Background: an optimization exercise with open tools, aiming at small area. Do not read the settings as production practice. Function was checked by simulation only, so behaviour that the tests miss may differ from the original. No activity file was given, so power comes from the tool's default toggle rates.

==> design.v <==
`default_nettype none
`timescale 1ns/1ps
package grid_pkg;
    typedef logic [9:0] coord_t;
    typedef enum logic [1:0] {
        dir_left  = 2'b00,
        dir_right = 2'b01,
        dir_up    = 2'b10,
        dir_down  = 2'b11
    } dir_t;
endpackage
`default_nettype wire
`default_nettype none
`timescale 1ns/1ps
package bullet_pkg;
    typedef logic [2:0] slot_t;
    typedef logic [3:0] credit_t;
    typedef enum logic {
        req_launcher = 1'b0,
        req_stepper  = 1'b1
    } requester_t;
endpackage
`default_nettype wire
`default_nettype none
`timescale 1ns/1ps
module tank_game_top
#(
    parameter int TICK_CYCLES = 200
) (
    input  wire         clk_100mhz,
    input  wire         rst,
    input  wire         press,
    input  wire         move_btn,
    input  wire         shoot_btn,
    input  wire [1:0]   dir_in,
    input  wire         spawn_valid,
    input  wire [9:0]   spawn_x,
    input  wire [9:0]   spawn_y,
    output logic        running,
    output logic [9:0]  player_x,
    output logic [9:0]  player_y,
    output logic [1:0]  player_dir,
    output logic [$clog2(8 + 1) - 1:0] bullet_count,
    output logic [$clog2(4 + 1) - 1:0] target_count,
    output logic [4*4 - 1:0]          score
);
    function automatic logic [5:0] step6(input logic [5:0] a, input logic dn);
        logic c;
        c = 1'b1;
        for (int i = 0; i < 6; i++) begin
            step6[i] = a[i] ^ c;
            c = c & (a[i] ^ dn);
        end
    endfunction
    function automatic logic [4:0] step5(input logic [4:0] a, input logic dn);
        logic c;
        c = 1'b1;
        for (int i = 0; i < 5; i++) begin
            step5[i] = a[i] ^ c;
            c = c & (a[i] ^ dn);
        end
    endfunction
    function automatic logic [7:0] inc8(input logic [7:0] a);
        logic c;
        c = 1'b1;
        for (int i = 0; i < 8; i++) begin
            inc8[i] = a[i] ^ c;
            c = c & a[i];
        end
    endfunction
    logic [2:0] btn_s0, btn_s1, btn_s2, btn_edge;
    logic [1:0] dir_s0, dir_s1;
    always_ff @(posedge clk_100mhz) begin
        if (rst) begin
            btn_s0   <= '0;
            btn_s1   <= '0;
            btn_s2   <= '0;
            btn_edge <= '0;
            dir_s0   <= 2'd1;
            dir_s1   <= 2'd1;
        end else begin
            btn_s0   <= {shoot_btn, move_btn, press};
            btn_s1   <= btn_s0;
            btn_s2   <= btn_s1;
            btn_edge <= btn_s1 & ~btn_s2;
            dir_s0   <= dir_in;
            dir_s1   <= dir_s0;
        end
    end
    logic [7:0] ph;
    logic       ph_end;
    logic       first;
    logic       block;
    logic       step;
    assign ph_end = ph[7] & ph[6] & ph[2] & ph[1] & ph[0];
    always_ff @(posedge clk_100mhz) begin
        if (rst || !running || ph_end) ph <= '0;
        else                           ph <= inc8(ph);
        if (rst || !running) first <= 1'b1;
        else if (ph_end)     first <= 1'b0;
    end
    assign block = !first && ph[7:3] == 5'd0;
    assign step  = !first && ph[7:4] == 4'd0 && (ph[3] ? ph[2:0] == 3'd0 : ph[2:0] != 3'd0);
    logic [5:0] px, py;
    logic [1:0] pdir;
    logic [5:0] mx, my;
    logic       mok;
    logic       wr_req;
    logic [5:0] wr_x, wr_y;
    logic [1:0] wr_dir;
    logic       wr_gnt;
    logic [7:0] valid;
    always_comb begin
        mx = px;
        my = py;
        case (pdir)
            2'd0: mok = px != 6'd0;
            2'd1: mok = px != 6'd57;
            2'd2: mok = py != 6'd0;
            default: mok = py != 6'd42;
        endcase
        if (pdir[1]) my[5:1] = step5(py[5:1], ~pdir[0]);
        else         mx[5:1] = step5(px[5:1], ~pdir[0]);
    end
    assign wr_gnt = wr_req & ~block;
    always_ff @(posedge clk_100mhz) begin
        if (rst) begin
            running <= 1'b0;
            px      <= '0;
            py      <= '0;
            pdir    <= 2'd1;
            wr_req  <= 1'b0;
        end else begin
            if (btn_edge[0]) running <= 1'b1;
            if (running && btn_edge[1]) begin
                pdir <= dir_s1;
                case (dir_s1)
                    2'd0: if (px != 6'd0)  px <= step6(px, 1'b1);
                    2'd1: if (px != 6'd57) px <= step6(px, 1'b0);
                    2'd2: if (py != 6'd0)  py <= step6(py, 1'b1);
                    default: if (py != 6'd42) py <= step6(py, 1'b0);
                endcase
            end
            if (wr_gnt) wr_req <= 1'b0;
            else if (running && btn_edge[2] && !(&valid) && mok) wr_req <= 1'b1;
        end
    end
    always_ff @(posedge clk_100mhz) begin
        if (!wr_req) begin
            wr_x   <= mx;
            wr_y   <= my;
            wr_dir <= pdir;
        end
    end
    assign player_x   = {4'd0, px};
    assign player_y   = {4'd0, py};
    assign player_dir = pdir;
    logic [13:0] ring [8];
    logic [2:0]  free_slot;
    logic [2:0]  wr_pos;
    logic [5:0]  hx, hy, nx, ny;
    logic [1:0]  hd;
    logic        hv;
    logic        leaves;
    logic        probe;
    logic        hit;
    logic        kill;
    always_comb begin
        free_slot = '0;
        for (int i = 7; i >= 0; i--)
            if (!valid[i]) free_slot = 3'(i);
    end
    assign wr_pos = free_slot - ph[2:0];
    assign {hd, hy, hx} = ring[0];
    logic [7:0] valid_rot;
    assign valid_rot = {valid[6:0], valid[7]};
    assign hv = valid_rot[ph[2:0]];
    always_comb begin
        nx = hd[1] ? hx : step6(hx, ~hd[0]);
        ny = hd[1] ? step6(hy, ~hd[0]) : hy;
        case (hd)
            2'd0: leaves = hx == 6'd63;
            2'd1: leaves = hx == 6'd58;
            2'd2: leaves = hy == 6'd63;
            default: leaves = hy == 6'd43;
        endcase
    end
    assign probe = step & hv & ~leaves;
    assign kill  = step & hv & (leaves | hit);
    logic       ins_pend;
    logic [1:0] ins_pos;
    logic [3:0] ins_sel;
    always_ff @(posedge clk_100mhz) begin
        ins_pend <= wr_gnt & wr_pos[0];
        ins_pos  <= wr_pos[2:1];
    end
    always_comb begin
        for (int q = 0; q < 4; q++)
            ins_sel[q] = (wr_gnt && !wr_pos[0] && wr_pos[2:1] == 2'(q))
                      || (ins_pend && ins_pos == 2'(q));
    end
    always_ff @(posedge clk_100mhz) begin
        for (int p = 0; p < 8; p++) begin
            if (p % 2 == 0 && ins_sel[p / 2])
                ring[p] <= {wr_dir, wr_y, wr_x};
            else if (p == 7)
                ring[p] <= step ? {hd, ny, nx} : ring[0];
            else
                ring[p] <= ring[p + 1];
        end
    end
    always_ff @(posedge clk_100mhz) begin
        if (rst) begin
            valid <= '0;
        end else begin
            if (wr_gnt) valid[free_slot] <= 1'b1;
            for (int i = 0; i < 8; i++)
                if (kill && ph[2:0] == 3'((i + 1) % 8)) valid[i] <= 1'b0;
        end
    end
    always_comb begin
        bullet_count = '0;
        for (int i = 0; i < 8; i++) bullet_count = bullet_count + 4'(valid[i]);
    end
    logic [5:0] tx [4];
    logic [5:0] ty [4];
    logic [3:0] tvalid;
    logic [3:0] match;
    logic [1:0] hit_idx;
    logic [1:0] free_idx;
    logic       spawn_ok;
    logic       dead;
    logic [4:0] nxh_m1, nyh_m1;
    logic [5:0] spx_m1, spy_m1;
    function automatic logic [5:0] dec6(input logic [5:0] a);
        logic b;
        b = 1'b1;
        for (int i = 0; i < 6; i++) begin
            dec6[i] = a[i] ^ b;
            b = b & ~a[i];
        end
    endfunction
    function automatic logic [4:0] dec5(input logic [4:0] a);
        logic b;
        b = 1'b1;
        for (int i = 0; i < 5; i++) begin
            dec5[i] = a[i] ^ b;
            b = b & ~a[i];
        end
    endfunction
    function automatic logic in_box(input logic [5:0] c, input logic [4:0] ch_m1,
                                    input logic [5:0] t);
        in_box = (c[5:1] == t[5:1] && (c[0] || !t[0]))
              || (ch_m1 == t[5:1] && (!c[0] || t[0]));
    endfunction
    assign nxh_m1 = dec5(nx[5:1]);
    assign nyh_m1 = dec5(ny[5:1]);
    assign spx_m1 = dec6(spawn_x[5:0]);
    assign spy_m1 = dec6(spawn_y[5:0]);
    always_comb begin
        hit_idx  = '0;
        free_idx = '0;
        for (int i = 3; i >= 0; i--) begin
            match[i] = tvalid[i] && in_box(nx, nxh_m1, tx[i]) && in_box(ny, nyh_m1, ty[i]);
            if (match[i]) hit_idx = 2'(i);
            if (!tvalid[i]) free_idx = 2'(i);
        end
    end
    assign hit      = probe & (|match);
    assign spawn_ok = running & spawn_valid & ~(&tvalid);
    assign dead     = spawn_x >= 10'd60 || spawn_y >= 10'd45;
    always_ff @(posedge clk_100mhz) begin
        if (rst) begin
            tvalid <= '0;
        end else begin
            if (spawn_ok) tvalid[free_idx] <= 1'b1;
            if (hit)      tvalid[hit_idx]  <= 1'b0;
        end
    end
    always_ff @(posedge clk_100mhz) begin
        if (spawn_ok) begin
            tx[free_idx] <= dead ? 6'd59 : spx_m1;
            ty[free_idx] <= spy_m1;
        end
    end
    always_comb begin
        target_count = '0;
        for (int i = 0; i < 4; i++) target_count = target_count + 3'(tvalid[i]);
    end
    logic [15:0] score_inc;
    logic        carry;
    always_comb begin
        score_inc = score;
        carry     = 1'b1;
        for (int d = 0; d < 4; d++) begin
            if (carry) begin
                if (score[4*d +: 4] == 4'd9) begin
                    score_inc[4*d +: 4] = 4'd0;
                end else begin
                    score_inc[4*d +: 4] = score[4*d +: 4] + 4'd1;
                    carry = 1'b0;
                end
            end
        end
    end
    always_ff @(posedge clk_100mhz) begin
        if (rst)                score <= '0;
        else if (hit && !carry) score <= score_inc;
    end
endmodule
`default_nettype wire
==> flow/run.sh <==
#!/bin/bash
# Layout flow: the standard flow, except that synthesis maps the logic
# between the flip-flops with an area-oriented ABC script (flow/area.abc)
# instead of ORFS's delay-oriented one. Everything before and after ABC
# (flip-flop mapping and names, flattening, renaming) is the standard
# synthesis, so the registers are the standard synthesis's.
set -euo pipefail
work=$(pwd)

# ORFS scripts with only the ABC script replaced
rm -rf "$work/scripts_area"
cp -r "$FLOW_HOME/scripts" "$work/scripts_area"
cp "$work/flow/area.abc" "$work/scripts_area/abc_speed.script"

# synthesis: standard.sh's make command with the copied scripts
sed 's|^make -C |make SCRIPTS_DIR='"$work"'/scripts_area -C |' standard.sh > standard_area.sh
grep -q "SCRIPTS_DIR=$work/scripts_area" standard_area.sh
bash standard_area.sh synth > synth.log 2>&1

# the rest of the standard layout, with the clock tree options in flow/cts_args
export CTS_ARGS="$(cat "$work/flow/cts_args")"
bash standard.sh finish > layout.log 2>&1
==> flow/area.abc <==
strash
dch
map -a
mfs2
strash
dch
map -a
mfs2
strash
dch
map -a
topo
stime -c
==> flow/cts_args <==
-sink_clustering_enable -repair_clock_nets -sink_clustering_size 30 -sink_clustering_max_diameter 80 -buf_list sky130_fd_sc_hd__clkbuf_16 -dont_use_dummy_load
==> standard.sh <==
#!/bin/bash
# synth_recipe.tcl (not shown) runs the flow's synth.tcl, then flattens the netlist and writes it again
# the make line also repeats each setting of config.mk as NAME=value (left out here)
make -C /OpenROAD-flow-scripts/flow DESIGN_CONFIG=/design/flow/config.mk WORK_HOME=/design/flow/orfs CLKGATE_MAP_FILE= SYNTH_SCRIPT=/design/flow/synth_recipe.tcl "${@:-finish}"
==> config.mk <==
export PLATFORM = sky130hd
export DESIGN_NAME = tank_game_top
export DESIGN_NICKNAME = tank_game_top
export VERILOG_FILES = /design/flow/design.v
export SDC_FILE = /design/flow/constraint.sdc
export NUM_CORES = 4
export LEC_CHECK = 0
export CAP_MARGIN = 20
export CORE_MARGIN = 2
export CORE_UTILIZATION = 40
export CTS_BUF_LIST = sky130_fd_sc_hd__clkbuf_16
export CTS_CLUSTER_DIAMETER = 80
export CTS_CLUSTER_SIZE = 30
export SLEW_MARGIN = 20
==> constraint.sdc <==
create_clock -name core_clock -period 10.0 [get_ports {clk_100mhz}]
set_input_delay 2.0000 -clock core_clock [delete_from_list [all_inputs] [get_ports {clk_100mhz}]]
set_output_delay 2.0000 -clock core_clock [all_outputs]
set_load 0.01 [all_outputs]
==> results of run 1 <==
-- metal layers --
layer | up-vias | global-route usage [%] | wire length [µm]
met4 | 0 | 2.632 | 258
met3 | 18 | 2.803 | 917
li1 | 3851 | - | -
met2 | 110 | 26.42 | 9829
met5 | - | 0 | 0
met1 | 3408 | 21.70 | 10020
-- worst register-to-register path: stages, from the launching register on --
cell and delay (ns):
sky130_fd_sc_hd__dfxtp_1 0.63, sky130_fd_sc_hd__clkinv_1 0.32, sky130_fd_sc_hd__nor2_1 0.19, sky130_fd_sc_hd__nor2_1 0.10
sky130_fd_sc_hd__nand2_1 0.10, sky130_fd_sc_hd__xor2_1 0.49, sky130_fd_sc_hd__ha_1 0.38, sky130_fd_sc_hd__clkinv_1 0.17
sky130_fd_sc_hd__nor2_1 0.14, sky130_fd_sc_hd__ha_1 0.32, sky130_fd_sc_hd__xnor2_1 0.17, sky130_fd_sc_hd__nor3_1 0.16
sky130_fd_sc_hd__o21ai_0 0.11, sky130_fd_sc_hd__a21oi_1 0.13, sky130_fd_sc_hd__o211ai_1 0.10, sky130_fd_sc_hd__o41ai_1 0.08
sky130_fd_sc_hd__nand3_1 0.20, sky130_fd_sc_hd__nand4_1 0.26, sky130_fd_sc_hd__nand2_1 0.19, sky130_fd_sc_hd__nor2_1 0.37
sky130_fd_sc_hd__nand3_1 0.12, sky130_fd_sc_hd__a221oi_1 0.24
-- synth_stat cells (5+ instances only) --
| cell type | instances | area, µm² |
|---|---|---|
| sky130_fd_sc_hd__buf_4 | 10 | 75.07 |
| sky130_fd_sc_hd__a211oi_1 | 9 | 67.56 |
| sky130_fd_sc_hd__nand4_1 | 9 | 56.30 |
| sky130_fd_sc_hd__clkinv_1 | 155 | 581.8 |
| sky130_fd_sc_hd__nor3_1 | 23 | 115.1 |
| sky130_fd_sc_hd__fa_1 | 6 | 120.1 |
| sky130_fd_sc_hd__dfxtp_1 | 184 | 3684 |
| sky130_fd_sc_hd__xor2_1 | 61 | 534.3 |
| sky130_fd_sc_hd__nor2_1 | 139 | 521.8 |
| sky130_fd_sc_hd__o2111ai_1 | 5 | 43.79 |
| sky130_fd_sc_hd__o211ai_1 | 5 | 37.54 |
| sky130_fd_sc_hd__or2_2 | 6 | 37.54 |
| sky130_fd_sc_hd__nand2_1 | 106 | 397.9 |
| sky130_fd_sc_hd__ha_1 | 38 | 475.5 |
| sky130_fd_sc_hd__nor4_1 | 12 | 75.07 |
| sky130_fd_sc_hd__a21oi_1 | 87 | 435.4 |
| sky130_fd_sc_hd__edfxtp_1 | 62 | 1862 |
| sky130_fd_sc_hd__o21ai_0 | 88 | 440.4 |
| sky130_fd_sc_hd__xnor2_1 | 28 | 245.2 |
| sky130_fd_sc_hd__nand3_1 | 31 | 155.2 |
| sky130_fd_sc_hd__o22ai_1 | 6 | 37.54 |
-- through the flow --
stage / instance area (µm²) / setup slack, ns / instances
2_1_floorplan: 10290 / 5.294 / 1110
3_5_place_dp: 11370 / 4.759 / 1504
6_report: 11720 / 4.256 / 1518
4_1_cts: 11720 / 4.204 / 1518
5_1_grt: 11720 / 4.047 / 1518
3_3_place_gp: 11360 / 4.765 / 1504
-- worst max-delay path by stage --
stage | to | cells after the start | slack, ns
floorplan | bullet_count[2] | 9 | 5.29
global placement | bullet_count[2] | 10 | 4.77
detailed placement | bullet_count[2] | 10 | 4.76
CTS | bullet_count[2] | 10 | 4.20
global route | bullet_count[2] | 10 | 4.05
finish | bullet_count[2] | 10 | 4.26
-- kinds of logic (layout without fill, tap and decap cells) --
family	after synthesis	count (layout)	synth area share (%)
DFF	246	246	54.02
adders and majority gates	44	44	5.801
AOI/OAI and AO/OA	226	226	12.42
other	1	8	0.03653
buffers and inverters	165	243	6.399
xor gates and xnor gates	89	89	7.593
and+or+nand+nor	331	331	13.63
muxes	1	1	0.1097
-- state kept, by name, summed over array words and instances (netlist names), 3 cells and up --
| signal | flops |
|---|---|
| btn_edge | 3 |
| btn_s0 | 3 |
| btn_s1 | 3 |
| btn_s2 | 3 |
| ph | 8 |
| px | 6 |
| py | 6 |
| ring | 112 |
| score | 16 |
| tvalid | 4 |
| tx | 24 |
| ty | 24 |
| valid | 8 |
| wr_x | 6 |
| wr_y | 6 |
-- report_power, final --
| part | switching, mW | leakage [nW] | internal, mW |
|---|---|---|---|
| clock network | 0.301 | 0.173 | 0.252 |
| logic | 0.0932 | 2.03 | 0.0670 |
| registers | 0.0116 | 2.15 | 1.05 |
-- final cells by class --
class | instances | area [µm²] | area share [%]
multi-input cells | 699 | 4118 | 35.13
well taps | 330 | 412.9 | 3.523
clock buffers | 14 | 350.3 | 2.989
inverters | 155 | 581.8 | 4.964
repair buffers | 74 | 713.2 | 6.085
flip-flops and latches | 246 | 5545 | 47.31
==> impl_metrics.py, run 1 <==
metrics = {
    "setup_path": {
        "setup.worst_path.start": "valid[0]$_SDFFE_PP0P_",
        "timing.critical_path.buf_inv": 4,
        "depth_of_the_worst_register_to_register_path": 21,
        "timing.rr.start": "ring[0][12]$_DFF_P_",
        "timing.critical_path.arrival_ns": 3.74,
        "reg2reg_slack_ns": 4.93,
        "critPathMaxStageDelay_ns": 0.56,
        "path_max_fanout": 4,
        "critical-path-top-cell-by-count": "sky130_fd_sc_hd__fa_1",
        "worst_setup_path_start_kind": "flop",
        "critical_path_class": "flop to output pin",
        "endpoint_kind": "output pin",
        "required_ns": 8.00,
        "regToRegEndpoint": "score[10]$_SDFFE_PP0P_",
        "crit_path_top_delay_cell": "sky130_fd_sc_hd__fa_1",
        "timing.critical_path.cells": "fa_1 > clkinv_1 > fa_1 > fa_1 > clkinv_1 > ha_1 > clkinv_1 > fa_1 > xnor2_1 > clkdlybuf4s50_1",
        "cpLargestDelayFamily": "adder cells",
    },
    "timing": {
        "report.final.slew_viol_count": 0,
        "setup_repair_after_global_routing_missed_its_margin": "no",
        "max-slew-margin-rel_pct": 39.77,
        "fin_skew_ns": 0.05543,
        "layout_worst_path_cycle_share_pct": 57.44,
        "post-route-min-period_ns": 5.744,
        "worstMarginPinSlew_ns": 0.8940,
        "hold-worst-slack_ns": 0.2810,
        "timing.setup.tns_ns": 0,
        "setup-violations-final": 0,
        "max_freq_mhz": 174.1,
        "hold_viol_final": 0,
    },
    "global_routing": {
        "groute.usage.overall_pct": 15.79,
        "gr-total-overflow": 0,
        "vias_in_the_first_global_route": 7005,
        "first_pass_grt_wire_length_mm": 34.78,
        "grt_start_max_net_pins": 45,
        "antenna_violations_before_repair": 0,
    },
    "synthesis": {
        "postSynth.asyncResetShare_pct": 0,
        "yosys.cell_types.count": 40,
        "synth_edf_count": 62,
        "ys_dominant_reg_cell": "sky130_fd_sc_hd__dfxtp_1",
        "postSynthRegisterBits": 246,
        "synthesized_netlist_cell_count": 1103,
        "netlist_area_before_placement_mm2": 0.01027,
        "synth_warnings": 2,
        "ys_seq_area_share_pct": 54.02,
        "syn_area_per_cell_um2": 9.307,
    },
    "pwr": {
        "leakagePower_nw": 4.355,
        "total_power_mw": 1.773,
        "max-vdd-ir-drop_v": 0.0001207,
        "cellPowerDensity_mw_per_mm2": 151.3,
    },
    "routing": {
        "ant_nets": 0,
        "detailedRoute.firstIterationViolations": 386,
        "routed_wire_length_per_instance_um": 13.85,
        "drt_wl_total_mm": 21.03,
        "route.detailed.drc": 0,
        "drtPass1Iterations": 5,
        "detail_route.vias_per_cell": 4.866,
        "via_count": 7387,
    },
    "cts": {
        "ctsHoldBuffers": 0,
        "clock_tree_buffer_depth": 3,
        "buffers_inserted_during_post_cts_setup_optimization": 0,
        "cts.root.buffer_cell": "sky130_fd_sc_hd__clkbuf_16",
        "level_count_of_the_clock_h_tree": 1,
        "cts_num_sinks": 246,
        "worst_setup_hold_path_clk_slew_ns": 0.11,
        "clk-insertion-delay-late_ns": 0.50,
        "cts_tree": "built",
        "post_cts_resized": 0,
        "clock_buffer_count_from_cts": 14,
    },
    "place": {
        "port_buffers": 65,
        "globalplace.congestion": 0.9036,
        "dpl.hpwl_mm": 15.42,
    },
    "min_path": {
        "timing.hold.worst.class": "flop to flop",
        "number_of_instances_on_the_worst_hold_path": 0,
        "hold_path.startpoint": "ring[4][5]$_DFF_P_",
        "min_delay_worst_endpoint": "ring[3][5]$_DFF_P_",
    },
    "floorplanning": {
        "core-area_mm2": 0.02518,
        "die_w_um": 164.2,
        "top_level_ports": 74,
        "die_area_mm2": 0.02696,
        "fp.dieH_um": 164.2,
        "fp-row-count": 58,
        "start_util_pct": 40.77,
    },
    "cells_and_area": {
        "leading_cell_type_in_the_layout_fill_and_taps_excluded": "sky130_fd_sc_hd__dfxtp_1",
        "final_core_utilization_pct": 46.55,
        "diodes": 0,
        "final_cell_mix": "184 x sky130_fd_sc_hd__dfxtp_1, 155 x sky130_fd_sc_hd__clkinv_1, 139 x sky130_fd_sc_hd__nor2_1",
        "layout.nets": 1262,
        "synthToLayoutAreaGrowth_pct": 14.17,
        "fillers": 2391,
        "drive_gt1_share_pct": 3.367,
    },
    "outcome": {
        "outcome": "timing/DRC/antenna clean",
    },
    "run": {
        "drv.max_cap_violation_count": 0,
    },
}
==> run 2, diff against run 1 <==
--- a/design.v
+++ b/design.v
@@ -60,6 +60,9 @@
             c = c & (a[i] ^ dn);
         end
     endfunction
+    function automatic logic [1:0] fadd(input logic a, input logic b, input logic c);
+        fadd = {(a & b) | (c & (a ^ b)), a ^ b ^ c};
+    endfunction
     function automatic logic [7:0] inc8(input logic [7:0] a);
         logic c;
         c = 1'b1;
@@ -170,7 +173,14 @@
         for (int i = 7; i >= 0; i--)
             if (!valid[i]) free_slot = 3'(i);
     end
-    assign wr_pos = free_slot - ph[2:0];
+    always_comb begin
+        logic b;
+        b = 1'b0;
+        for (int i = 0; i < 3; i++) begin
+            wr_pos[i] = free_slot[i] ^ ph[i] ^ b;
+            b = (~free_slot[i] & ph[i]) | (~(free_slot[i] ^ ph[i]) & b);
+        end
+    end
     assign {hd, hy, hx} = ring[0];
     logic [7:0] valid_rot;
     assign valid_rot = {valid[6:0], valid[7]};
@@ -219,8 +229,14 @@
         end
     end
     always_comb begin
-        bullet_count = '0;
-        for (int i = 0; i < 8; i++) bullet_count = bullet_count + 4'(valid[i]);
+        logic [1:0] a, b, c, d, e, f;
+        a = fadd(valid[0], valid[1], valid[2]);
+        b = fadd(valid[3], valid[4], valid[5]);
+        c = fadd(valid[6], valid[7], a[0]);
+        d = fadd(b[0], c[0], 1'b0);
+        e = fadd(a[1], b[1], c[1]);
+        f = fadd(e[0], d[1], 1'b0);
+        bullet_count = {e[1] & f[1], e[1] ^ f[1], f[0], d[0]};
     end
     logic [5:0] tx [4];
     logic [5:0] ty [4];
@@ -287,25 +303,29 @@
         target_count = '0;
         for (int i = 0; i < 4; i++) target_count = target_count + 3'(tvalid[i]);
     end
+    logic [3:0] nine;
+    logic [4:0] sc_en;
+    always_comb begin
+        for (int d = 0; d < 4; d++) nine[d] = score[4*d+3] & score[4*d];
+        sc_en[0] = hit & ~(&nine);
+        for (int d = 1; d < 5; d++) sc_en[d] = sc_en[d-1] & nine[d-1];
+    end
+    logic [15:0] score_nx;
+    always_comb begin
+        for (int d = 0; d < 4; d++)
+            score_nx[4*d +: 4] = {score[4*d+3] ? ~score[4*d] : (score[4*d+2] & score[4*d+1] & score[4*d]),
+                                  score[4*d+2] ^ (score[4*d+1] & score[4*d]),
+                                  (score[4*d+1] ^ score[4*d]) & ~score[4*d+3],
+                                  ~score[4*d]};
+    end
     logic [15:0] score_inc;
-    logic        carry;
     always_comb begin
-        score_inc = score;
-        carry     = 1'b1;
-        for (int d = 0; d < 4; d++) begin
-            if (carry) begin
-                if (score[4*d +: 4] == 4'd9) begin
-                    score_inc[4*d +: 4] = 4'd0;
-                end else begin
-                    score_inc[4*d +: 4] = score[4*d +: 4] + 4'd1;
-                    carry = 1'b0;
-                end
-            end
-        end
+        for (int d = 0; d < 4; d++)
+            score_inc[4*d +: 4] = sc_en[d] ? score_nx[4*d +: 4] : score[4*d +: 4];
     end
     always_ff @(posedge clk_100mhz) begin
-        if (rst)                score <= '0;
-        else if (hit && !carry) score <= score_inc;
+        if (rst)           score <= '0;
+        else if (sc_en[0]) score <= score_inc;
     end
 endmodule
 `default_nettype wire
==> flow/run.sh (replaced) <==
#!/bin/bash
# Layout flow: the standard flow, except that
#  - synthesis maps the logic between the flip-flops with an area-oriented
#    ABC script (flow/area.abc) instead of ORFS's delay-oriented one, and
#    leaves adders to ABC (no full/half-adder cell extraction). Flip-flop
#    mapping and names, flattening and renaming are the standard
#    synthesis's, so the registers are the standard synthesis's;
#  - the clock tree is built with the options in flow/cts_args.
set -euo pipefail
work=$(pwd)

# ORFS scripts with only the ABC script replaced
rm -rf "$work/scripts_area"
cp -r "$FLOW_HOME/scripts" "$work/scripts_area"
cp "$work/flow/area.abc" "$work/scripts_area/abc_speed.script"

# synthesis: standard.sh's make command with the copied scripts
sed 's|^make -C |make SCRIPTS_DIR='"$work"'/scripts_area ADDER_MAP_FILE= -C |' standard.sh > standard_area.sh
grep -q "SCRIPTS_DIR=$work/scripts_area" standard_area.sh
bash standard_area.sh synth > synth.log 2>&1

# the rest of the standard layout, with the clock tree options in flow/cts_args
export CTS_ARGS="$(cat "$work/flow/cts_args")"
bash standard.sh finish > layout.log 2>&1
==> flow/cts_args (replaced) <==
-sink_clustering_enable -repair_clock_nets -sink_clustering_size 30 -sink_clustering_max_diameter 80 -buf_list sky130_fd_sc_hd__clkbuf_16 -root_buf sky130_fd_sc_hd__clkbuf_8 -tree_buf sky130_fd_sc_hd__clkbuf_8 -dont_use_dummy_load
==> run 2 against run 1 <==
Against the previous run:
- sequential share of layout area up 2.1 points
- synthesized cell count up 1.1%
- sequential power hardly changed
- utilization fell by 0.29 points
- wire length decreased by 2.1%
- largest cell class unchanged
- die area fell by 4.2%
- clock power shrank 6.0%
- setup slack better by 0.31 ns
==> impl_metrics.py, run 2 <==
metrics = {
    "outcome": {
        "outcome": "timing/DRC/antenna clean",
    },
    "synthesis": {
        "syn_area_per_cell_um2": 8.811,
        "yosys.cell_types.count": 38,
        "yosys-top-cells-count": "184 x sky130_fd_sc_hd__dfxtp_1, 183 x sky130_fd_sc_hd__nand2_1, 144 x sky130_fd_sc_hd__clkinv_1",
        "postSynthRegisterBits": 246,
        "postSynth.asyncResetShare_pct": 0,
        "ys_seq_area_share_pct": 56.44,
        "ys_dominant_reg_cell": "sky130_fd_sc_hd__dfxtp_1",
        "leading_post_synthesis_cells_by_cell_area": "sky130_fd_sc_hd__dfxtp_1 37%, sky130_fd_sc_hd__edfxtp_1 19%, sky130_fd_sc_hd__nand2_1 7.0%",
        "netlist_area_before_placement_mm2": 0.009824,
        "synth_warnings": 2,
        "most_common_cell_in_the_netlist": "sky130_fd_sc_hd__dfxtp_1",
        "synthesized_netlist_cell_count": 1115,
        "synth.largest_area_cell": "sky130_fd_sc_hd__dfxtp_1",
        "yosysTopAreaCellShare_pct": 37.49,
        "synth_edf_count": 62,
    },
    "global_routing": {
        "gr-total-overflow": 0,
        "groute.usage.overall_pct": 15.89,
        "vias_in_the_first_global_route": 6846,
        "grt_start_max_net_pins": 36,
        "first_pass_grt_wire_length_mm": 34.06,
        "antenna_violations_before_repair": 0,
    },
    "pwr": {
        "leakagePower_nw": 3.971,
        "netSwitchingPower_mw": 0.3848,
        "pwr-share-comb_pct": 7.7,
        "power_frac_clock_pct": 30.7,
        "max-vdd-ir-drop_v": 0.0001002,
        "switching_share_pct": 22.77,
        "power.sequential.fraction_pct": 61.6,
        "cellPowerDensity_mw_per_mm2": 150.7,
        "power.internal_mw": 1.305,
    },
    "cts": {
        "clock_tree_buffer_depth": 3,
        "cts_tree": "built",
        "cts_num_sinks": 246,
        "level_count_of_the_clock_h_tree": 1,
        "cts.root.buffer_cell": "sky130_fd_sc_hd__clkbuf_8",
        "ctsHoldBuffers": 0,
        "buffers_inserted_during_post_cts_setup_optimization": 0,
        "clk-insertion-delay-late_ns": 0.54,
        "post_cts_resized": 0,
        "worst_setup_hold_path_clk_slew_ns": 0.10,
        "clock_buffer_count_from_cts": 14,
    },
    "floorplanning": {
        "die_area_mm2": 0.02583,
        "core-area_mm2": 0.02425,
        "die_w_um": 160.7,
        "top_level_ports": 74,
        "fp.dieH_um": 160.7,
        "fp-row-count": 57,
        "start_util_pct": 40.52,
    },
    "cells_and_area": {
        "diodes": 0,
        "layout.nets": 1229,
        "fillers": 2418,
        "final_cell_mix": "184 x sky130_fd_sc_hd__dfxtp_1, 183 x sky130_fd_sc_hd__nand2_1, 144 x sky130_fd_sc_hd__clkinv_1",
        "drive_gt1_share_pct": 3.420,
        "seqCellArea_mm2": 0.005545,
        "max_reg_flops": 112,
        "leading_cell_type_in_the_layout_fill_and_taps_excluded": "sky130_fd_sc_hd__dfxtp_1",
        "synthToLayoutAreaGrowth_pct": 14.16,
        "max_flop_register": "ring",
        "finish.instance_area_mm2": 0.01122,
        "layout_top_registers": "ring (112), tx (24), ty (24)",
        "multi_input_area_mm2": 0.003697,
    },
    "setup_path": {
        "critical_path_class": "flop to flop",
        "regToRegEndpoint": "score[9]$_SDFFE_PP0P_",
        "worst_setup_path_start_kind": "flop",
        "endpoint_kind": "flop",
        "timing.rr.start": "ring[0][12]$_DFF_P_",
        "depth_of_the_worst_register_to_register_path": 24,
        "path_max_fanout": 10,
        "reg2reg_slack_ns": 4.57,
        "required_ns": 10.38,
        "timing.critical_path.arrival_ns": 5.81,
    },
    "timing": {
        "post-route-min-period_ns": 5.432,
        "timing.setup.tns_ns": 0,
        "layout_worst_path_cycle_share_pct": 54.32,
        "max-slew-margin-rel_pct": 27.60,
        "fin_skew_ns": 0.06586,
        "hold-worst-slack_ns": 0.3289,
        "report.final.slew_viol_count": 0,
        "setup_repair_after_global_routing_missed_its_margin": "no",
        "max_freq_mhz": 184.1,
        "hold_viol_final": 0,
        "setup-violations-final": 0,
        "timing.final.ws_setup_ns": 4.568,
        "worstMarginPinSlew_ns": 1.076,
    },
    "min_path": {
        "number_of_instances_on_the_worst_hold_path": 0,
        "timing.hold.worst.class": "flop to flop",
        "hold_path.startpoint": "ring[6][7]$_DFF_P_",
        "min_delay_worst_endpoint": "ring[5][7]$_DFF_P_",
    },
    "routing": {
        "route.detailed.drc": 0,
        "drtPass1Iterations": 5,
        "detailedRoute.firstIterationViolations": 321,
        "detail_route.vias_per_cell": 4.892,
        "via_count": 7450,
        "drt_wl_total_mm": 20.60,
        "ant_nets": 0,
        "routed_wire_length_per_instance_um": 13.52,
    },
    "place": {
        "worst_slack_after_detailed_placement_ns": 4.703,
        "dpl.hpwl_mm": 15.07,
        "globalplace.congestion": 0.8859,
        "dpl_cell_area_mm2": 0.01090,
        "port_buffers": 65,
    },
    "run": {
        "drv.max_cap_violation_count": 0,
    },
}
==> run 2: changes by cell type after synthesis, sizes merged, moves of 6 or more <==
cell and change:
xor2 -19, nand3 -6, clkinv -11, a21oi -23
ha -38, fa -6, nand2 +77, o21ai +29
==> run 2: layout make-up <==
class	instances	share of cell area [%]
Multi-Input combinational cell	722	32.97
Inverter	144	4.819
Clock buffer	14	2.822
Sequential cell	246	49.44
Tap cell	324	3.614
Timing Repair Buffer	73	6.336
==> run 2: worst max path at each step <==
stage	start	end	slack [ns]
finish	ring[0][12]$_DFF_P_	score[9]$_SDFFE_PP0P_	4.57
global route	ring[0][12]$_DFF_P_	score[9]$_SDFFE_PP0P_	3.74
CTS	ring[0][12]$_DFF_P_	score[9]$_SDFFE_PP0P_	4.63
detailed placement	ring[0][12]$_DFF_P_	score[9]$_SDFFE_PP0P_	4.70
global placement	ring[0][12]$_DFF_P_	score[9]$_SDFFE_PP0P_	4.94
floorplan	ring[0][12]$_DFF_P_	score[9]$_SDFFE_PP0P_	5.72
==> run 2: worst max-delay path: stages (launching register included) <==
cell                        delay [ns]
sky130_fd_sc_hd__dfxtp_1          0.52
sky130_fd_sc_hd__clkinv_1         0.28
sky130_fd_sc_hd__nand2_1          0.11
sky130_fd_sc_hd__nand3_1          0.09
sky130_fd_sc_hd__clkinv_1         0.10
sky130_fd_sc_hd__o21ai_0          0.10
sky130_fd_sc_hd__nand2_1          0.09
sky130_fd_sc_hd__nand2_1          0.17
sky130_fd_sc_hd__nor2_1           0.51
sky130_fd_sc_hd__clkinv_1         0.13
sky130_fd_sc_hd__nor2_1           0.41
sky130_fd_sc_hd__clkinv_1         0.12
sky130_fd_sc_hd__nor2_1           0.33
sky130_fd_sc_hd__clkinv_1         0.15
sky130_fd_sc_hd__nand2_1          0.08
sky130_fd_sc_hd__o2111ai_1        0.09
sky130_fd_sc_hd__o32ai_1          0.28
sky130_fd_sc_hd__nand3_1          0.20
sky130_fd_sc_hd__a31oi_1          0.43
sky130_fd_sc_hd__nand2_1          0.24
sky130_fd_sc_hd__nor3_1           0.29
sky130_fd_sc_hd__nand2_1          0.09
sky130_fd_sc_hd__clkinv_1         0.08
sky130_fd_sc_hd__nor2_1           0.04
sky130_fd_sc_hd__a2111oi_0        0.35
==> run 2: kinds of logic (layout without fill, tap and decap cells) <==
logic type      after synthesis  in the layout  share of synthesized area [%]
simple gates                400            400                          16.71
compound gates              239            239                          13.86
buf+inv                     154            231                          6.266
other cells                   1              8                        0.03817
xor+xnor                     75             75                          6.686
flops                       246            246                          56.44
==> run 2: routing by layer <==
layer	GRT usage, %	up-vias	routed length [µm]
met3	2.221	23	795
li1	-	3867	-
met1	21.88	3438	9820
met2	26.67	122	9691
met4	3.693	0	289
met5	0	-	0
==> run 2: power groups by stage <==
stage / clock network (mW) / registers (mW) / logic [mW]
after global routing: 0.574 / 1.04 / 0.145
after floorplan: 0 / 1.06 / 0.0929
after CTS: 0.538 / 1.04 / 0.129
final: 0.519 / 1.04 / 0.130
after detailed placement: 0 / 1.06 / 0.129
after global placement: 0 / 1.06 / 0.129
==> run 2: per-stage QoR <==
step	util (%)	instances	total power [mW]
after floorplan	-	1122	1.154
after global placement	44.92	1509	1.193
after detailed placement	44.94	1509	1.193
after CTS	46.24	1523	1.709
after global routing	46.25	1523	1.763
final	46.25	1523	1.690
==> run 3, diff against run 2 <==
--- a/config.mk
+++ b/config.mk
@@ -7,7 +7,7 @@
 export LEC_CHECK = 0
 export CAP_MARGIN = 20
 export CORE_MARGIN = 2
-export CORE_UTILIZATION = 40
+export CORE_UTILIZATION = 60
 export CTS_BUF_LIST = sky130_fd_sc_hd__clkbuf_16
 export CTS_CLUSTER_DIAMETER = 80
 export CTS_CLUSTER_SIZE = 30
==> run 3 against run 2 <==
Against the previous run:
- wire length is 2.2% lower
- sequential power about the same
- critical path depth is the same
- non-clock buffer count is the same
- clock skew is 0.022 ns lower
- clock-buffer cell count fell by 1
- register-to-register slack worse by 0.08 ns
- final area shrank 1.4%
- utilization rose by 23 points
- cell count decreased by 7.2%
- sequential share of layout area rose by 0.72 points
- total power fell by 1.6%
- critical path type unchanged
- largest cell class unchanged
- largest power group unchanged
==> impl_metrics.py, run 3 <==
metrics = {
    "synthesis": {
        "synth_edf_count": 62,
        "postSynth.asyncResetShare_pct": 0,
        "synth_warnings": 2,
        "ys_dominant_reg_cell": "sky130_fd_sc_hd__dfxtp_1",
        "most_common_cell_in_the_netlist": "sky130_fd_sc_hd__dfxtp_1",
        "netlist_area_before_placement_mm2": 0.009824,
        "yosys-top-cells-count": "184 x sky130_fd_sc_hd__dfxtp_1, 183 x sky130_fd_sc_hd__nand2_1, 144 x sky130_fd_sc_hd__clkinv_1",
        "synth.largest_area_cell": "sky130_fd_sc_hd__dfxtp_1",
        "ys_seq_area_share_pct": 56.44,
        "postSynthRegisterBits": 246,
        "yosys.cell_types.count": 38,
        "yosysTopAreaCellShare_pct": 37.49,
        "syn_area_per_cell_um2": 8.811,
        "leading_post_synthesis_cells_by_cell_area": "sky130_fd_sc_hd__dfxtp_1 37%, sky130_fd_sc_hd__edfxtp_1 19%, sky130_fd_sc_hd__nand2_1 7.0%",
        "synthesized_netlist_cell_count": 1115,
    },
    "floorplanning": {
        "top_level_ports": 74,
        "core-area_mm2": 0.01594,
        "die_w_um": 132.0,
        "fp-row-count": 46,
        "die_area_mm2": 0.01741,
        "fp.dieH_um": 132.0,
        "start_util_pct": 61.62,
    },
    "setup_path": {
        "depth_of_the_worst_register_to_register_path": 24,
        "worst_setup_path_start_kind": "flop",
        "timing.critical_path.arrival_ns": 5.90,
        "timing.rr.start": "ring[0][12]$_DFF_P_",
        "critical_path_class": "flop to flop",
        "required_ns": 10.39,
        "endpoint_kind": "flop",
        "path_max_fanout": 10,
        "regToRegEndpoint": "score[9]$_SDFFE_PP0P_",
        "reg2reg_slack_ns": 4.49,
    },
    "cts": {
        "buffers_inserted_during_post_cts_setup_optimization": 0,
        "level_count_of_the_clock_h_tree": 1,
        "clock_tree_buffer_depth": 3,
        "clk-insertion-delay-late_ns": 0.52,
        "cts_tree": "built",
        "clock_buffer_count_from_cts": 13,
        "ctsHoldBuffers": 0,
        "cts_num_sinks": 246,
        "post_cts_resized": 0,
        "cts.root.buffer_cell": "sky130_fd_sc_hd__clkbuf_8",
        "worst_setup_hold_path_clk_slew_ns": 0.11,
    },
    "routing": {
        "detail_route.vias_per_cell": 5.312,
        "drt_wl_total_mm": 20.15,
        "route.detailed.drc": 0,
        "ant_nets": 0,
        "via_count": 7511,
        "detailedRoute.firstIterationViolations": 393,
        "drtPass1Iterations": 5,
        "routed_wire_length_per_instance_um": 14.25,
    },
    "global_routing": {
        "first_pass_grt_wire_length_mm": 33.95,
        "gr-total-overflow": 0,
        "vias_in_the_first_global_route": 7126,
        "groute.usage.overall_pct": 23.33,
        "grt_start_max_net_pins": 36,
        "antenna_violations_before_repair": 0,
    },
    "cells_and_area": {
        "layout.nets": 1228,
        "fillers": 1328,
        "synthToLayoutAreaGrowth_pct": 12.53,
        "drive_gt1_share_pct": 3.339,
        "diodes": 0,
        "final_cell_mix": "184 x sky130_fd_sc_hd__dfxtp_1, 183 x sky130_fd_sc_hd__nand2_1, 144 x sky130_fd_sc_hd__clkinv_1",
        "max_flop_register": "ring",
        "leading_cell_type_in_the_layout_fill_and_taps_excluded": "sky130_fd_sc_hd__dfxtp_1",
        "layout_top_registers": "ring (112), tx (24), ty (24)",
        "max_reg_flops": 112,
    },
    "timing": {
        "layout_worst_path_cycle_share_pct": 55.12,
        "worstMarginPinSlew_ns": 0.9502,
        "max-slew-margin-rel_pct": 36.07,
        "setup_repair_after_global_routing_missed_its_margin": "no",
        "fin_skew_ns": 0.04356,
        "max_freq_mhz": 181.4,
        "setup-violations-final": 0,
        "hold_viol_final": 0,
        "post-route-min-period_ns": 5.512,
        "report.final.slew_viol_count": 0,
        "timing.setup.tns_ns": 0,
    },
    "run": {
        "drv.max_cap_violation_count": 0,
    },
    "min_path": {
        "hold_path.startpoint": "ring[6][1]$_DFF_P_",
        "number_of_instances_on_the_worst_hold_path": 0,
        "min_delay_worst_endpoint": "ring[5][1]$_DFF_P_",
        "timing.hold.worst.class": "flop to flop",
    },
    "place": {
        "globalplace.congestion": 0.9409,
        "dpl.hpwl_mm": 14.64,
        "port_buffers": 65,
    },
    "pwr": {
        "total_power_mw": 1.662,
        "max-vdd-ir-drop_v": 0.0001341,
        "cellPowerDensity_mw_per_mm2": 150.3,
        "leakagePower_nw": 3.959,
    },
    "outcome": {
        "outcome": "timing/DRC/antenna clean",
    },
}
[run 3: cell types whose count changed in the layout (fill, tap and decap cells not counted)]
cell	delta
sky130_fd_sc_hd__clkbuf_16	-1
[run 3: worst max path at each step]
| stage | startpoint | end | slack [ns] |
|---|---|---|---|
| floorplan | ring[0][12]$_DFF_P_ | score[9]$_SDFFE_PP0P_ | 5.72 |
| global placement | ring[0][12]$_DFF_P_ | score[9]$_SDFFE_PP0P_ | 5.00 |
| detailed placement | ring[0][12]$_DFF_P_ | score[9]$_SDFFE_PP0P_ | 4.56 |
| CTS | ring[0][12]$_DFF_P_ | score[9]$_SDFFE_PP0P_ | 4.50 |
| global route | ring[0][12]$_DFF_P_ | score[9]$_SDFFE_PP0P_ | 3.86 |
| finish | ring[0][12]$_DFF_P_ | score[9]$_SDFFE_PP0P_ | 4.49 |
[run 3: report_power, final]
group          leakage (nW)  total, mW  internal, mW  switching [mW]
combinational          1.68      0.130        0.0499          0.0800
sequential             2.14       1.04          1.03          0.0101
clock                 0.145      0.491         0.207           0.284
[run 3: metal layers]
layer  GRT usage (%)  wire length [µm]
met5               0                 0
met1           32.03              9477
met3           2.999               847
met4           5.616               418
met2           39.53              9403
[run 3: logic make-up (layout without fill, tap and decap cells)]
family | count (synthesis) | after routing | share of synthesized area [%]
buffers and inverters | 154 | 230 | 6.266
AOI/OAI and AO/OA | 239 | 239 | 13.86
other | 1 | 8 | 0.03817
DFF | 246 | 246 | 56.44
xor gates and xnor gates | 75 | 75 | 6.686
and+or+nand+nor | 400 | 400 | 16.71
[run 3: cell type report]
| class | count | area [µm²] | area share [%] |
|---|---|---|---|
| Sequential cell | 246 | 5545 | 50.16 |
| Multi-Input combinational cell | 722 | 3697 | 33.44 |
| Timing Repair Buffer | 73 | 710.7 | 6.428 |
| Inverter | 144 | 540.5 | 4.889 |
| Clock buffer | 13 | 291.5 | 2.637 |
| Tap cell | 216 | 270.3 | 2.445 |
[run 3: critical path, stage by stage (launching register included)]
cell and delay (ns):
sky130_fd_sc_hd__dfxtp_1 0.52, sky130_fd_sc_hd__clkinv_1 0.28, sky130_fd_sc_hd__nand2_1 0.11, sky130_fd_sc_hd__nand3_1 0.09
sky130_fd_sc_hd__clkinv_1 0.10, sky130_fd_sc_hd__o21ai_0 0.09, sky130_fd_sc_hd__nand2_1 0.09, sky130_fd_sc_hd__nand2_1 0.18
sky130_fd_sc_hd__nor2_1 0.54, sky130_fd_sc_hd__clkinv_1 0.13, sky130_fd_sc_hd__nor2_1 0.41, sky130_fd_sc_hd__clkinv_1 0.12
sky130_fd_sc_hd__nor2_1 0.34, sky130_fd_sc_hd__clkinv_1 0.16, sky130_fd_sc_hd__nand2_1 0.09, sky130_fd_sc_hd__o2111ai_1 0.09
sky130_fd_sc_hd__o32ai_1 0.28, sky130_fd_sc_hd__nand3_1 0.18, sky130_fd_sc_hd__a31oi_1 0.45, sky130_fd_sc_hd__nand2_1 0.24
sky130_fd_sc_hd__nor3_1 0.30, sky130_fd_sc_hd__nand2_1 0.10, sky130_fd_sc_hd__clkinv_1 0.08, sky130_fd_sc_hd__nor2_1 0.04
sky130_fd_sc_hd__a2111oi_0 0.38
[run 3: stage by stage]
step	cells	instance area [µm²]	setup slack, ns	utilization, %	hold slack, ns
2_1_floorplan	1122	9851	5.716	-	0.3096
3_3_place_gp	1401	10760	4.997	67.47	0.3099
3_5_place_dp	1401	10760	4.558	67.49	0.3121
4_1_cts	1414	11050	4.505	69.31	0.3367
5_1_grt	1414	11060	3.858	69.35	0.3416
6_report	1414	11060	4.488	69.35	0.3333
==> run 4, diff against run 3 <==
==> flow/cts_args (replaced) <==
-sink_clustering_enable -repair_clock_nets -sink_clustering_size 36 -sink_clustering_max_diameter 60 -buf_list sky130_fd_sc_hd__clkbuf_16 -root_buf sky130_fd_sc_hd__clkbuf_8 -tree_buf sky130_fd_sc_hd__clkbuf_8 -dont_use_dummy_load
--- a/config.mk
+++ b/config.mk
@@ -7,7 +7,7 @@
 export LEC_CHECK = 0
 export CAP_MARGIN = 20
 export CORE_MARGIN = 2
-export CORE_UTILIZATION = 60
+export CORE_UTILIZATION = 40
 export CTS_BUF_LIST = sky130_fd_sc_hd__clkbuf_16
 export CTS_CLUSTER_DIAMETER = 80
 export CTS_CLUSTER_SIZE = 30
==> run 4 against run 3 <==
Against the previous run:
- final area increased by 2.8%
- still clean on timing, DRC and antenna
- cell count increased by 8.1%
- utilization decreased by 22 points
- wire length increased by 3.5%
- total power increased by 9.3%
- area after synthesis unchanged
==> impl_metrics.py, run 4 <==
metrics = {
    "outcome": {
        "outcome": "timing/DRC/antenna clean",
    },
    "cts": {
        "cts_num_sinks": 246,
        "cts_tree": "built",
        "worst_setup_hold_path_clk_slew_ns": 0.10,
        "clock_buffer_count_from_cts": 20,
        "clk-insertion-delay-late_ns": 0.59,
        "buffers_inserted_during_post_cts_setup_optimization": 0,
        "ctsHoldBuffers": 0,
        "level_count_of_the_clock_h_tree": 1,
        "post_cts_resized": 0,
        "clock_tree_buffer_depth": 3,
        "cts.root.buffer_cell": "sky130_fd_sc_hd__clkbuf_8",
    },
    "timing": {
        "setup_repair_after_global_routing_missed_its_margin": "no",
        "max-slew-margin-rel_pct": 28.94,
        "hold-worst-slack_ns": 0.2924,
        "hold_viol_final": 0,
        "timing.setup.tns_ns": 0,
        "report.final.slew_viol_count": 0,
        "worstMarginPinSlew_ns": 1.056,
        "post-route-min-period_ns": 5.274,
        "max_freq_mhz": 189.6,
        "setup-violations-final": 0,
        "fin_skew_ns": 0.06515,
        "timing.final.ws_setup_ns": 4.726,
        "layout_worst_path_cycle_share_pct": 52.74,
    },
    "setup_path": {
        "critical_path_class": "flop to flop",
        "timing.critical_path.depth": 24,
        "worst_setup_path_start_kind": "flop",
        "endpoint_kind": "flop",
        "crit_path_top_delay_cell": "sky130_fd_sc_hd__nor2_1",
        "timing.rr.start": "ring[0][12]$_DFF_P_",
        "required_ns": 10.46,
        "timing.critical_path.cells": "clkinv_1 > nand2_1 > nand3_1 > clkinv_1 > o21ai_0 > nand2_1 > nand2_1 > nor2_1 > clkinv_1 > nor2_1 > clkinv_1 > nor2_1 > clkinv_1 > nand2_1 > o2111ai_1 > o32ai_1 > nand3_1 > a31oi_1 > nand2_1 > nor3_1 > nand2_1 > clkinv_1 > nor2_1 > a2111oi_0",
        "setup.worst_path.start": "ring[0][12]$_DFF_P_",
        "reg2reg_slack_ns": 4.73,
        "depth_of_the_worst_register_to_register_path": 24,
        "critPathMaxStageDelay_ns": 0.51,
        "cp-endpoint": "score[9]$_SDFFE_PP0P_",
        "path_max_fanout": 10,
        "timing.critical_path.arrival_ns": 5.73,
        "cpLargestDelayFamily": "simple AND/OR/NAND/NOR gates",
        "timing.critical_path.buf_inv": 6,
        "regToRegEndpoint": "score[9]$_SDFFE_PP0P_",
    },
    "routing": {
        "drt_wl_total_mm": 20.85,
        "ant_nets": 0,
        "detail_route.vias_per_cell": 4.897,
        "route.detailed.drc": 0,
        "drtPass1Iterations": 5,
        "routed_wire_length_per_instance_um": 13.64,
        "detailedRoute.firstIterationViolations": 394,
        "via_count": 7487,
    },
    "floorplanning": {
        "top_level_ports": 74,
        "fp.dieH_um": 160.7,
        "start_util_pct": 40.52,
        "fp-row-count": 57,
        "die_w_um": 160.7,
        "core-area_mm2": 0.02425,
        "die_area_mm2": 0.02583,
    },
    "place": {
        "port_buffers": 65,
        "globalplace.congestion": 0.8859,
        "place.detailed.instances": 1509,
        "worst_slack_after_detailed_placement_ns": 4.703,
        "dpl.hpwl_mm": 15.07,
    },
    "synthesis": {
        "synth_warnings": 2,
        "synthesized_netlist_cell_count": 1115,
        "yosysTopAreaCellShare_pct": 37.49,
        "synth_edf_count": 62,
        "syn_area_per_cell_um2": 8.811,
        "leading_post_synthesis_cells_by_cell_area": "sky130_fd_sc_hd__dfxtp_1 37%, sky130_fd_sc_hd__edfxtp_1 19%, sky130_fd_sc_hd__nand2_1 7.0%",
        "yosys-top-cells-count": "184 x sky130_fd_sc_hd__dfxtp_1, 183 x sky130_fd_sc_hd__nand2_1, 144 x sky130_fd_sc_hd__clkinv_1",
        "ys_dominant_reg_cell": "sky130_fd_sc_hd__dfxtp_1",
        "yosys.cell_types.count": 38,
        "synth.largest_area_cell": "sky130_fd_sc_hd__dfxtp_1",
        "netlist_area_before_placement_mm2": 0.009824,
        "ys_seq_area_share_pct": 56.44,
        "most_common_cell_in_the_netlist": "sky130_fd_sc_hd__dfxtp_1",
        "postSynthRegisterBits": 246,
        "postSynth.asyncResetShare_pct": 0,
    },
    "global_routing": {
        "antenna_violations_before_repair": 0,
        "vias_in_the_first_global_route": 6918,
        "gr-total-overflow": 0,
        "first_pass_grt_wire_length_mm": 34.38,
        "grt_start_max_net_pins": 36,
        "groute.usage.overall_pct": 16.06,
    },
    "min_path": {
        "timing.hold.worst.class": "flop to flop",
        "number_of_instances_on_the_worst_hold_path": 0,
    },
    "cells_and_area": {
        "layout_top_registers": "ring (112), tx (24), ty (24)",
        "leading_cell_type_in_the_layout_fill_and_taps_excluded": "sky130_fd_sc_hd__dfxtp_1",
        "post_layout_nonfiller_instances": 1529,
        "drive_gt1_share_pct": 3.900,
        "final_cell_mix": "184 x sky130_fd_sc_hd__dfxtp_1, 183 x sky130_fd_sc_hd__nand2_1, 144 x sky130_fd_sc_hd__clkinv_1",
        "diodes": 0,
        "max_reg_flops": 112,
        "max_flop_register": "ring",
        "layout.nets": 1235,
        "synthToLayoutAreaGrowth_pct": 15.69,
    },
    "run": {
        "drv.max_cap_violation_count": 0,
    },
    "pwr": {
        "cellPowerDensity_mw_per_mm2": 159.9,
        "max-vdd-ir-drop_v": 0.0001028,
        "leakagePower_nw": 4.045,
    },
}
-- run 4: cell counts after synthesis --
Identical to the previous run, type by type.
-- run 4: through the flow --
step           utilization (%)  power (mW)  area, µm²
2_1_floorplan                -       1.154       9851
3_3_place_gp             44.92       1.193      10890
3_5_place_dp             44.94       1.193      10900
4_1_cts                  46.86       1.835      11360
5_1_grt                  46.87       1.889      11370
6_report                 46.87       1.817      11370
-- run 4: worst min path at each step --
stage | startpoint | end | slack [ns]
2_1_floorplan | ring[2][0]$_DFF_P_ | ring[1][0]$_DFF_P_ | 0.31
3_3_place_gp | ring[2][5]$_DFF_P_ | ring[1][5]$_DFF_P_ | 0.31
3_5_place_dp | ring[4][3]$_DFF_P_ | ring[3][3]$_DFF_P_ | 0.31
4_1_cts | ring[4][12]$_DFF_P_ | ring[3][12]$_DFF_P_ | 0.29
5_1_grt | ring[4][12]$_DFF_P_ | ring[3][12]$_DFF_P_ | 0.29
6_report | ring[4][12]$_DFF_P_ | ring[3][12]$_DFF_P_ | 0.29
-- run 4: cell type report --
cell class | count | area, µm²
inverter | 144 | 540.5
multi-input combinational | 722 | 3697
clock buffer | 20 | 466.7
timing repair buffer | 73 | 710.7
tap | 324 | 405.4
sequential | 246 | 5545
fill | 2410 | 12880
-- run 4: layer usage --
metal  part of all wire [%]  up-vias  routed length (µm)  global-route usage [%]
met5                      0        -                   0                       0
met4                    2.1        0                 445                   3.977
met2                     47      139                9706                   26.88
met1                     47     3423                9841                   21.68
met3                    4.1       32                 855                   2.867
li1                       -     3893                   -                       -
-- run 4: cells by family (layout without fill, tap and decap cells) --
| kind of cell | count (synthesis) | in the layout | share of synthesized area, % |
|---|---|---|---|
| simple gates | 400 | 400 | 16.71 |
| compound gates | 239 | 239 | 13.86 |
| other cells | 1 | 8 | 0.03817 |
| xor+xnor | 75 | 75 | 6.686 |
| flops | 246 | 246 | 56.44 |
| buf+inv | 154 | 237 | 6.266 |
-- run 4: report_power, final --
group | switching [mW] | internal [mW]
sequential | 0.0100 | 1.03
combinational | 0.0797 | 0.0498
clock | 0.322 | 0.324
==> run 5, diff against run 4 <==
==> flow/cts_args (replaced) <==
-sink_clustering_enable -repair_clock_nets -sink_clustering_size 30 -sink_clustering_max_diameter 80 -buf_list sky130_fd_sc_hd__clkbuf_16 -dont_use_dummy_load
==> run 5 against run 4 <==
Against the previous run:
- first-iteration DRC count down 21%
- flip-flop and latch count unchanged
- combinational power hardly changed
- final area down 1.0%
- sequential power is essentially flat
- clock power fell by 15%
- area after synthesis stayed put
- clock skew fell by 0.0076 ns
- clock-buffer cell count is 6 lower
- global-route usage fell by 0.17 points
- setup slack worse by 0.16 ns
- critical endpoint unchanged
- highest routed layer unchanged
==> impl_metrics.py, run 5 <==
metrics = {
    "routing": {
        "ant_nets": 0,
        "routed_wire_length_per_instance_um": 13.54,
        "detailedRoute.firstIterationViolations": 312,
        "drt_wl_total_mm": 20.63,
        "via_count": 7431,
        "route.detailed.drc": 0,
        "drtPass1Iterations": 4,
        "detail_route.vias_per_cell": 4.879,
    },
    "cts": {
        "worst_setup_hold_path_clk_slew_ns": 0.10,
        "clock_tree_buffer_depth": 3,
        "cts_num_sinks": 246,
        "buffers_inserted_during_post_cts_setup_optimization": 0,
        "post_cts_resized": 0,
        "level_count_of_the_clock_h_tree": 1,
        "ctsHoldBuffers": 0,
        "clk-insertion-delay-late_ns": 0.49,
        "cts.root.buffer_cell": "sky130_fd_sc_hd__clkbuf_16",
        "cts_tree": "built",
        "clock_buffer_count_from_cts": 14,
    },
    "synthesis": {
        "ys_dominant_reg_cell": "sky130_fd_sc_hd__dfxtp_1",
        "synthesized_netlist_cell_count": 1115,
        "most_common_cell_in_the_netlist": "sky130_fd_sc_hd__dfxtp_1",
        "syn_area_per_cell_um2": 8.811,
        "leading_post_synthesis_cells_by_cell_area": "sky130_fd_sc_hd__dfxtp_1 37%, sky130_fd_sc_hd__edfxtp_1 19%, sky130_fd_sc_hd__nand2_1 7.0%",
        "postSynth.asyncResetShare_pct": 0,
        "ys_seq_area_share_pct": 56.44,
        "postSynthRegisterBits": 246,
        "synth.largest_area_cell": "sky130_fd_sc_hd__dfxtp_1",
        "yosys-top-cells-count": "184 x sky130_fd_sc_hd__dfxtp_1, 183 x sky130_fd_sc_hd__nand2_1, 144 x sky130_fd_sc_hd__clkinv_1",
        "netlist_area_before_placement_mm2": 0.009824,
        "yosysTopAreaCellShare_pct": 37.49,
        "yosys.cell_types.count": 38,
        "synth_warnings": 2,
        "synth_edf_count": 62,
    },
    "setup_path": {
        "path_max_fanout": 10,
        "cpLargestDelayFamily": "simple AND/OR/NAND/NOR gates",
        "endpoint_kind": "flop",
        "critPathMaxStageDelay_ns": 0.52,
        "critical_path_class": "flop to flop",
        "timing.critical_path.arrival_ns": 5.78,
        "crit_path_top_delay_cell": "sky130_fd_sc_hd__dfxtp_1",
        "worst_setup_path_start_kind": "flop",
        "timing.critical_path.cells": "clkinv_1 > nand2_1 > nand3_1 > clkinv_1 > o21ai_0 > nand2_1 > nand2_1 > nor2_1 > clkinv_1 > nor2_1 > clkinv_1 > nor2_1 > clkinv_1 > nand2_1 > o2111ai_1 > o32ai_1 > nand3_1 > a31oi_1 > nand2_1 > nor3_1 > nand2_1 > clkinv_1 > nor2_1 > a2111oi_0",
        "required_ns": 10.35,
        "timing.critical_path.buf_inv": 6,
    },
    "floorplanning": {
        "die_w_um": 160.7,
        "fp.dieH_um": 160.7,
        "start_util_pct": 40.52,
        "die_area_mm2": 0.02583,
        "core-area_mm2": 0.02425,
        "fp-row-count": 57,
        "top_level_ports": 74,
    },
    "place": {
        "port_buffers": 65,
        "dpl.hpwl_mm": 15.07,
        "globalplace.congestion": 0.8859,
    },
    "cells_and_area": {
        "layout_top_registers": "ring (112), tx (24), ty (24)",
        "max_flop_register": "ring",
        "final_cell_mix": "184 x sky130_fd_sc_hd__dfxtp_1, 183 x sky130_fd_sc_hd__nand2_1, 144 x sky130_fd_sc_hd__clkinv_1",
        "final_core_utilization_pct": 46.39,
        "layout.nets": 1229,
        "max_reg_flops": 112,
        "drive_gt1_share_pct": 3.420,
        "diodes": 0,
        "leading_cell_type_in_the_layout_fill_and_taps_excluded": "sky130_fd_sc_hd__dfxtp_1",
        "synthToLayoutAreaGrowth_pct": 14.51,
        "fillers": 2420,
    },
    "pwr": {
        "max-vdd-ir-drop_v": 0.0001004,
        "cellPowerDensity_mw_per_mm2": 153.0,
        "leakagePower_nw": 3.987,
    },
    "timing": {
        "post-route-min-period_ns": 5.436,
        "max_freq_mhz": 184.0,
        "fin_skew_ns": 0.05760,
        "report.final.slew_viol_count": 0,
        "hold_viol_final": 0,
        "max-slew-margin-rel_pct": 27.52,
        "timing.setup.tns_ns": 0,
        "setup_repair_after_global_routing_missed_its_margin": "no",
        "layout_worst_path_cycle_share_pct": 54.36,
        "setup-violations-final": 0,
        "worstMarginPinSlew_ns": 1.077,
    },
    "global_routing": {
        "groute.usage.overall_pct": 15.89,
        "vias_in_the_first_global_route": 6858,
        "antenna_violations_before_repair": 0,
        "gr-total-overflow": 0,
        "grt_start_max_net_pins": 36,
        "first_pass_grt_wire_length_mm": 34.05,
    },
    "min_path": {
        "timing.hold.worst.class": "flop to flop",
    },
    "outcome": {
        "outcome": "timing/DRC/antenna clean",
    },
    "run": {
        "drv.max_cap_violation_count": 0,
    },
}
-- run 5: cell counts after synthesis --
Identical to the previous run, type by type.
-- run 5: through the flow --
stage / setup WS, ns / hold WS, ns / instances / total power [mW] / area, µm²
finish: 4.564 / 0.3289 / 1523 / 1.721 / 11250
global route: 3.739 / 0.3357 / 1523 / 1.792 / 11250
CTS: 4.630 / 0.3319 / 1523 / 1.737 / 11250
detailed placement: 4.703 / 0.3121 / 1509 / 1.193 / 10900
global placement: 4.944 / 0.3095 / 1509 / 1.193 / 10890
floorplan: 5.716 / 0.3096 / 1122 / 1.154 / 9851
-- run 5: area by class of cell --
cell class	count	area, µm²	share of cell area [%]
Clock buffer	14	350.3	3.114
Multi-Input combinational cell	722	3697	32.87
Inverter	144	540.5	4.805
Tap cell	324	405.4	3.604
Sequential cell	246	5545	49.29
Timing Repair Buffer	73	710.7	6.317
-- run 5: layer usage --
layer  vias up  wire length [µm]  share of wire, %  global-route usage [%]
met1      3412              9933                48                   21.88
li1       3868                 -                 -                       -
met5         -                 0                 0                       0
met4         0               320               1.6                   3.815
met3        24               727               3.5                   2.092
met2       127              9647                47                   26.72
-- run 5: path summary, 6_finish.rpt --
kind / depth (start not counted) / from / end / slack (ns)
worst max-delay path: 24 / ring[0][12]$_DFF_P_ / score[9]$_SDFFE_PP0P_ / 4.56
worst min-delay path: 0 / ring[6][7]$_DFF_P_ / ring[5][7]$_DFF_P_ / 0.33
worst max register to register: 24 / ring[0][12]$_DFF_P_ / score[9]$_SDFFE_PP0P_ / 4.56
worst min register to register: 0 / ring[6][7]$_DFF_P_ / ring[5][7]$_DFF_P_ / 0.33
-- run 5: kinds of logic (layout without fill, tap and decap cells) --
kind of cell / Yosys count / in the layout / share of synthesized area [%]
flip-flops: 246 / 246 / 56.44
AO/OA/AOI/OAI: 239 / 239 / 13.86
AND/OR/NAND/NOR: 400 / 400 / 16.71
buffers and inverters: 154 / 231 / 6.266
XOR/XNOR: 75 / 75 / 6.686
other: 1 / 8 / 0.03817
-- run 5: report_power, final --
part	switching [mW]	internal, mW
Clock	0.299	0.252
Sequential	0.00998	1.03
Combinational	0.0797	0.0499

-- static timing again, ports no longer ideal --
Ports are ideal in the flow. The routed layouts listed here were re-timed in OpenROAD. Step 1 sets driving cells, clkbuf_16 on the clock port and buf_2 on the other inputs (assumed; they add their load-dependent delay and slew). Step 2 also shifts input and output timing later by t, the mid clock arrival at the registers, as if the neighbouring blocks saw the same clock. a / b / c = ideal ports / drivers / drivers and shift; a / b = the first two.
| run | shift t [ns] | setup slack, ns | worst hold slack (ns) | clock arrival spread, ns | cell pins on the clock port's net |
|---|---|---|---|---|---|
| run 1 | 0.514 | 4.256 / 4.210 / 4.723 | 0.281 / 0.281 / 0.281 | 0.055 / 0.055 | 1 |
| run 2 | 0.545 | 4.568 / 4.568 / 4.568 | 0.329 / 0.329 / 0.329 | 0.068 / 0.068 | 1 |
| run 3 | 0.536 | 4.488 / 4.488 / 4.488 | 0.333 / 0.333 / 0.333 | 0.044 / 0.043 | 1 |
| run 4 | 0.599 | 4.726 / 4.695 / 4.726 | 0.292 / 0.292 / 0.292 | 0.067 / 0.067 | 1 |
| run 5 | 0.510 | 4.564 / 4.564 / 4.564 | 0.329 / 0.329 / 0.329 | 0.060 / 0.060 | 1 |
After both steps every run listed still meets setup and hold.
